Background: an optimization exercise with open tools, aiming at small area and a short achievable clock period. Do not read the settings as production practice.
Only simulation tests tie the RTL to the original design; equivalence was not proved.
Power is estimated from default activity; no workload was simulated.

== v30 ==
==> flow/design.v <==
`timescale 1ns/1ps
`default_nettype none
package rob_cfg_pkg;
    localparam int WAY = 2;
    localparam int ROB_DEPTH    = 16;
    localparam int ROB_ID_WIDTH = 4;
    localparam int ARCH_WIDTH = 5;
    localparam int PRF_WIDTH  = 6;
    localparam int CDB_CHANNELS = 3;
    localparam int FULL_THRESHOLD = 2 * WAY;
    typedef logic [ROB_ID_WIDTH-1:0] rob_id_t;
    typedef logic [ROB_ID_WIDTH:0]   rob_ptr_t;
endpackage
`default_nettype wire
`timescale 1ns/1ps
`default_nettype none
module rob_top (
    input  logic         clk,
    input  logic         rst_n,
    input  logic         alloc_en,
    input  logic [27:0]  alloc_lanes,
    output logic [7:0]   tail_ids,
    input  logic [116:0] cdb,
    output logic [23:0]  commit_lanes,
    output logic         flush,
    output logic [31:0]  redirect_pc,
    output logic         full,
    output logic [1:0]   status
);
    localparam int N    = rob_cfg_pkg::ROB_DEPTH;
    localparam int NP   = N / 2;
    localparam int NCDB = rob_cfg_pkg::CDB_CHANNELS;
    function automatic logic [3:0] inc4(input logic [3:0] x);
        inc4 = {x[3] ^ (x[2] & x[1] & x[0]), x[2] ^ (x[1] & x[0]), x[1] ^ x[0], !x[0]};
    endfunction
    function automatic logic [3:0] dec4(input logic [3:0] x);
        dec4 = {x[3] ^ !(x[2] | x[1] | x[0]), x[2] ^ !(x[1] | x[0]), x[1] ^ !x[0], !x[0]};
    endfunction
    function automatic logic [2:0] inc3(input logic [2:0] x);
        inc3 = {x[2] ^ (x[1] & x[0]), x[1] ^ x[0], !x[0]};
    endfunction
    function automatic logic lt4(input logic [3:0] a, input logic [3:0] b);
        logic [3:0] e;
        e = ~(a ^ b);
        lt4 = (!a[3] && b[3])
            || (e[3] && !a[2] && b[2])
            || (e[3] && e[2] && !a[1] && b[1])
            || (e[3] && e[2] && e[1] && !a[0] && b[0]);
    endfunction
    logic [N-1:0]  st_a, st_b;
    logic [10:0]   e_d [N];     
    logic [3:0]  head;
    logic [2:0]  tail3;         
    logic [3:0]  occ;           
    logic        full_r, empty_r;
    logic        c0_r, c1_r, flush_r;
    logic [10:0] l0_r, l1_r;
    logic        mp_v;          
    logic [3:0]  mp_id;         
    logic [31:0] mp_pc;
    assign tail_ids     = {tail3, 1'b1, tail3, 1'b0};
    assign full         = full_r;
    assign status       = {full_r, empty_r};
    assign flush        = flush_r;
    assign redirect_pc  = mp_pc;
    assign commit_lanes = {c1_r, l1_r, c0_r, l0_r};
    logic [NCDB-1:0]       cv, ctk;
    logic [NCDB-1:0][3:0]  cid;
    logic [NCDB-1:0][31:0] cpc;
    logic [1:0]            la, lb, ldai;
    logic [1:0][10:0]      ld;
    always_comb begin
        for (int c = 0; c < NCDB; c++) begin
            cv[c]  = cdb[c*39 + 38];
            cid[c] = cdb[c*39 + 34 +: 4];
            ctk[c] = cdb[c*39 + 32];
            cpc[c] = cdb[c*39 +: 32];
        end
        for (int l = 0; l < 2; l++) begin
            ld[l]   = alloc_lanes[l*14 + 3 +: 11];
            ldai[l] = alloc_lanes[l*14 + 2];
            la[l] = !alloc_lanes[l*14 + 2] && (!alloc_lanes[l*14 + 1] ||  alloc_lanes[l*14 + 0]);
            lb[l] = !alloc_lanes[l*14 + 2] && (!alloc_lanes[l*14 + 1] || !alloc_lanes[l*14 + 0]);
        end
    end
    logic       clr, acc;
    logic [3:0] hn, hn1, k, k_in;
    logic       k0, k1, kge2, kge11, kge13;
    assign clr  = !rst_n || flush_r;
    assign acc  = alloc_en && !full_r;
    assign hn   = c1_r ? inc4(inc4(head)) : c0_r ? inc4(head) : head;
    assign hn1  = inc4(hn);
    assign k    = c1_r ? dec4(dec4(occ)) : c0_r ? dec4(occ) : occ;
    assign k0    = (k == 4'd0);
    assign k1    = (k == 4'd1);
    assign kge2  = k[3] || k[2] || k[1];
    assign kge11 = k[3] && (k[2] || (k[1] && k[0]));
    assign kge13 = k[3] && k[2] && (k[1] || k[0]);
    assign k_in  = {k[3] ^ (k[2] & k[1]), k[2] ^ k[1], !k[1], k[0]};    
    always_ff @(posedge clk) begin
        if (clr) begin
            head    <= '0;
            tail3   <= '0;
            occ     <= '0;
            full_r  <= 1'b0;
            empty_r <= 1'b1;
        end else begin
            head    <= hn;
            tail3   <= acc ? inc3(tail3) : tail3;
            occ     <= acc ? k_in : k;
            full_r  <= acc ? kge11 : kge13;
            empty_r <= !acc && k0;
        end
    end
    logic [NCDB-1:0][N-1:0] cdec;
    logic [N-1:0]           hit;
    always_comb begin
        for (int c = 0; c < NCDB; c++)
            for (int i = 0; i < N; i++)
                cdec[c][i] = cv[c] && (cid[c] == 4'(i));
        hit = cdec[0] | cdec[1] | cdec[2];
    end
    always_ff @(posedge clk) begin
        for (int i = 0; i < N; i++) begin
            if (tail3 == 3'(i / 2)) e_d[i] <= ld[i%2];
            if (hit[i]) begin
                st_a[i] <= 1'b0;
                st_b[i] <= 1'b0;
            end else if (tail3 == 3'(i / 2)) begin
                st_a[i] <= la[i%2];
                st_b[i] <= lb[i%2];
            end
        end
    end
    logic [2:0]  pe, po;
    logic [10:0] dev, dod, ds0, ds1;
    logic        aev, bev, aod, bod, sa0, sb0, sa1, sb1;
    logic        hit0, hit1, cmis0, cmis1;
    logic        rdy0, rdy1, live0, live1, mis0, mis1, c0_n, c1_n;
    assign po  = hn[3:1];
    assign pe  = hn1[3:1];
    always_comb begin
        dev = '0; dod = '0; aev = 1'b0; bev = 1'b0; aod = 1'b0; bod = 1'b0;
        for (int p = 0; p < NP; p++) begin
            dev = dev | (e_d[2*p]   & {11{pe == 3'(p)}});
            dod = dod | (e_d[2*p+1] & {11{po == 3'(p)}});
            aev = aev | (st_a[2*p]   && pe == 3'(p));
            bev = bev | (st_b[2*p]   && pe == 3'(p));
            aod = aod | (st_a[2*p+1] && po == 3'(p));
            bod = bod | (st_b[2*p+1] && po == 3'(p));
        end
    end
    assign ds0 = hn[0] ? dod : dev;
    assign ds1 = hn[0] ? dev : dod;
    assign sa0 = hn[0] ? aod : aev;
    assign sb0 = hn[0] ? bod : bev;
    assign sa1 = hn[0] ? aev : aod;
    assign sb1 = hn[0] ? bev : bod;
    always_comb begin
        hit0 = 1'b0; hit1 = 1'b0; cmis0 = 1'b0; cmis1 = 1'b0;
        for (int c = 0; c < NCDB; c++) begin
            if (cv[c] && (cid[c] == hn)) begin
                hit0  = 1'b1;
                cmis0 = cmis0 || (ctk[c] ? (!sa0 && sb0) : (sa0 && !sb0));
            end
            if (cv[c] && (cid[c] == hn1)) begin
                hit1  = 1'b1;
                cmis1 = cmis1 || (ctk[c] ? (!sa1 && sb1) : (sa1 && !sb1));
            end
        end
    end
    assign live0 = !k0 || acc;
    assign live1 = kge2 || acc;
    assign rdy0  = !k0 ? ((!sa0 && !sb0) || hit0) : ldai[0];
    assign rdy1  = kge2 ? ((!sa1 && !sb1) || hit1) : k1 ? ldai[0] : ldai[1];
    assign mis0  = !k0 && ((mp_v && (mp_id == hn))  || cmis0);
    assign mis1  = kge2 && ((mp_v && (mp_id == hn1)) || cmis1);
    assign c0_n  = !clr && live0 && rdy0;
    assign c1_n  = c0_n && !mis0 && live1 && rdy1;
    always_ff @(posedge clk) begin
        c0_r    <= c0_n;
        c1_r    <= c1_n;
        flush_r <= c0_n && (mis0 || (live1 && rdy1 && mis1));
        l0_r    <= !k0 ? ds0 : ld[0];
        l1_r    <= kge2 ? ds1 : k1 ? ld[0] : ld[1];
    end
    logic [NCDB-1:0] cmis, cwrap, cbeat, csel;
    logic            hwrap;
    assign hwrap = lt4(mp_id, head);
    always_comb begin
        for (int c = 0; c < NCDB; c++) begin
            cmis[c]  = |(cdec[c] & (ctk[c] ? ~st_a : ~st_b));
            cwrap[c] = lt4(cid[c], head);
            cbeat[c] = !mp_v || (lt4(cid[c], mp_id) ^ cwrap[c] ^ hwrap);
        end
        for (int c = 0; c < NCDB; c++) begin
            csel[c] = cmis[c] && cbeat[c];
            for (int d = 0; d < NCDB; d++)
                if (d != c)
                    csel[c] = csel[c] && (!cmis[d] || (lt4(cid[c], cid[d]) ^ cwrap[c] ^ cwrap[d]));
        end
    end
    always_ff @(posedge clk) begin
        if (clr) mp_v <= 1'b0;
        else     mp_v <= mp_v || (|cmis);
        if (|csel) begin
            mp_pc <= ({32{csel[0]}} & cpc[0]) | ({32{csel[1]}} & cpc[1]) | ({32{csel[2]}} & cpc[2]);
            mp_id <= ({4{csel[0]}} & cid[0]) | ({4{csel[1]}} & cid[1]) | ({4{csel[2]}} & cid[2]);
        end
    end
endmodule
`default_nettype wire
==> flow/config.mk <==
export PLATFORM = sky130hd
export DESIGN_NAME = rob_top
export DESIGN_NICKNAME = rob_top
export VERILOG_FILES = /design/flow/design.v
export SDC_FILE = /design/flow/constraint.sdc
export NUM_CORES = 4
export LEC_CHECK = 0
export ABC_AREA = 1
export CAP_MARGIN = 20
export CORE_MARGIN = 2
export CORE_UTILIZATION = 40
export CTS_CLUSTER_DIAMETER = 80
export CTS_CLUSTER_SIZE = 30
export PLACE_DENSITY = 0.6
export SETUP_SLACK_MARGIN = 3.9
export SLEW_MARGIN = 20
==> flow/constraint.sdc <==
create_clock -name core_clock -period 7.0 [get_ports {clk}]
set_input_delay 1.4000 -clock core_clock [delete_from_list [all_inputs] [get_ports {clk}]]
set_output_delay 1.4000 -clock core_clock [all_outputs]
set_load 0.01 [all_outputs]
standard.sh (not shown) runs the stock make flow with config.mk's settings and CLKGATE_MAP_FILE= SYNTH_SCRIPT=/design/flow/synth_recipe.tcl, a recipe that flattens the netlist after the stock synthesis.
==> flow/flow/run.sh <==
#!/bin/bash
# The standard layout (standard.sh), with one change: the port buffers
# that global placement inserts are plain sky130_fd_sc_hd__buf_1 cells
# instead of the delay cells buffer_ports picks by default.
# make's full output goes to standard.log; ORFS keeps each step's log
# under orfs/logs/.
set -euo pipefail
export BUFFER_PORTS_ARGS="-buffer_cell sky130_fd_sc_hd__buf_1"
bash standard.sh > standard.log 2>&1
v30 closes out successfully: all stages finished, all timing, DRC and antenna checks passed.
diff inputs: v30 => v34
# v30
export LEC_CHECK = 0
export ABC_AREA = 1
export CAP_MARGIN = 20
export CORE_MARGIN = 2
export CORE_UTILIZATION = 40
export CTS_CLUSTER_DIAMETER = 80
export CTS_CLUSTER_SIZE = 30
export PLACE_DENSITY = 0.6
export SETUP_SLACK_MARGIN = 3.9
export SLEW_MARGIN = 20
create_clock -name core_clock -period 7.0 [get_ports {clk}]
# v34
export LEC_CHECK = 0
export ABC_AREA = 1
export CAP_MARGIN = 20
export CORE_MARGIN = 2
export CORE_UTILIZATION = 40
export CTS_CLUSTER_DIAMETER = 80
export CTS_CLUSTER_SIZE = 30
export PLACE_DENSITY = 0.6
export SETUP_SLACK_MARGIN = 3.6
export SLEW_MARGIN = 20
create_clock -name core_clock -period 7.0 [get_ports {clk}]
Results
Taking v30 as the reference point, the data arrival time of the critical path of v34 falls by 0.15 ns.
Of the two values seen for beginning of the critical path, cdb[112] was produced by v30 and cdb[77] by v34.
Re utilization: v34 is 2.8 points down on v30.
Wire length: v34 vs v30 down about 4%
Global-route wire length before repair: v34 better than v30
Count of plain and timing-repair buffers (lower): v34
In terms of fmax, v34 and v30 differ only marginally.
For v17, these inputs were changed with respect to v34:
# v34
export LEC_CHECK = 0
export ABC_AREA = 1
export CAP_MARGIN = 20
export CORE_MARGIN = 2
export CORE_UTILIZATION = 40
export CTS_CLUSTER_DIAMETER = 80
export CTS_CLUSTER_SIZE = 30
export PLACE_DENSITY = 0.6
export SETUP_SLACK_MARGIN = 3.6
export SLEW_MARGIN = 20
create_clock -name core_clock -period 7.0 [get_ports {clk}]
# v17
export LEC_CHECK = 0
export ABC_AREA = 1
export CAP_MARGIN = 20
export CORE_MARGIN = 2
export CORE_UTILIZATION = 40
export CTS_CLUSTER_DIAMETER = 80
export CTS_CLUSTER_SIZE = 30
export PLACE_DENSITY = 0.6
export SETUP_SLACK_MARGIN = 4.0
export SLEW_MARGIN = 20
export TNS_END_PERCENT = 5
create_clock -name core_clock -period 7.0 [get_ports {clk}]
## What came out
[v17] wire length of the first global-routing pass rose about 3.3% relative to v34. Number of antenna violations at the first check in global routing, v17 and v34: larger value in v17. Compared with v34, in v17 first-iteration DRC count went up about 2%; final cell count went up 35. Cmp v17 and v34 / via density per instance / lower: v17. Wire length on met3 was lower in the run labelled v34. Row fraction of area in registers: v17 lower / v34 higher.
Edits applied to the flow inputs when going from v17 to v59:
# v17
export LEC_CHECK = 0
export ABC_AREA = 1
export CAP_MARGIN = 20
export CORE_MARGIN = 2
export CORE_UTILIZATION = 40
export CTS_CLUSTER_DIAMETER = 80
export CTS_CLUSTER_SIZE = 30
export PLACE_DENSITY = 0.6
export SETUP_SLACK_MARGIN = 4.0
export SLEW_MARGIN = 20
export TNS_END_PERCENT = 5
create_clock -name core_clock -period 7.0 [get_ports {clk}]
# v59
export LEC_CHECK = 0
export ABC_AREA = 0
export CAP_MARGIN = 20
export CORE_MARGIN = 2
export CORE_UTILIZATION = 40
export CTS_CLUSTER_DIAMETER = 80
export CTS_CLUSTER_SIZE = 30
export PLACE_DENSITY = 0.6
export SETUP_SLACK_MARGIN = 3.6
export SLEW_MARGIN = 20
create_clock -name core_clock -period 7.0 [get_ports {clk}]
### Flow results
Between v59 and v17, it is v59 whose synthesized cell area is higher, by about 2.2%.
Relative to v17, the overall routed net length measured on v59 has decreased by a few percent.
v59 ends up with lower global-route usage over all layers than v17 does.
Summary of v59 over v17: synthesized cell count saw a decrease, total power saw a decrease, critical path depth saw an increase, final worst-path setup slack saw a decrease.
On number of antenna violations at the first check in global routing, the higher figure sits with v17, not v59.
Relative to v17, the ratio of routed vias to standard cells of v59 is higher by about 5%.
Looking at total non-filler cell area in the finished layout, v59 sits 660 um2 above v17.
Synthesized-area fraction occupied by xor and xnor cells: v59 and v17 compared, higher one is v59
Modified inputs, v55 compared to v59
# v59
export LEC_CHECK = 0
export ABC_AREA = 0
export CAP_MARGIN = 20
export CORE_MARGIN = 2
export CORE_UTILIZATION = 40
export CTS_CLUSTER_DIAMETER = 80
export CTS_CLUSTER_SIZE = 30
export PLACE_DENSITY = 0.6
export SETUP_SLACK_MARGIN = 3.6
export SLEW_MARGIN = 20
create_clock -name core_clock -period 7.0 [get_ports {clk}]
# v55
export LEC_CHECK = 0
export ABC_AREA = 1
export CAP_MARGIN = 20
export CORE_MARGIN = 2
export CORE_UTILIZATION = 40
export CTS_CLUSTER_DIAMETER = 80
export CTS_CLUSTER_SIZE = 30
export PLACE_DENSITY = 0.6
export SETUP_SLACK_MARGIN = 3.6
export SLEW_MARGIN = 20
export TNS_END_PERCENT = 10
create_clock -name core_clock -period 7.0 [get_ports {clk}]
Notes after the runs:
- Total routed wire length on the met1 layer: lower on v55
- From v59 to v55 the numbers moved as follows: parity-gate share of the synthesized area counting xor and xnor cells moved down, ratio of cells with drive above 1 in the final layout decreased 4.5 points, count of non-filler cells in the finished layout grew by 12%, maximum frequency saw an increase.
- Side by side, final worst slack turned out higher in v55 than in v59.
- Uppermost layer routed = met4: v59; uppermost layer routed = met5: v55

[port drivers added, routing unchanged]
In the flow no input, the clock included, has a driving cell. The finished layouts below were timed again as built, in two steps. Step 1 sets driving cells, clkbuf_16 on the clock port and buf_2 on the other inputs (assumed; they add their load-dependent delay and slew). Step 2, shift: input delay + t, output delay - t, t = (earliest + latest rising clock arrival at the registers) / 2. This alone moves slack from input paths to output paths. Slacks: no drivers / after step 1 / after step 2; pairs: no drivers / after step 1.
| run | t (ns) | setup WS [ns] | worst slew at a driven data input, ns |
|---|---|---|---|
| v30 | 0.580 | 3.603 / 3.604 / 3.024 | 0.07 |
| v34 | 0.578 | 3.608 / 3.597 / 3.019 | 0.08 |
| v17 | 0.598 | 3.663 / 3.657 / 3.059 | 0.08 |
| v59 | 0.575 | 3.385 / 3.370 / 2.795 | 0.16 |
| v55 | 0.597 | 3.577 / 3.584 / 2.987 | 0.08 |
After both steps setup and hold are still met in every run listed. The setup slack of v17, which loses most, moves by -0.006 ns with the drivers and by -0.604 ns with both steps.
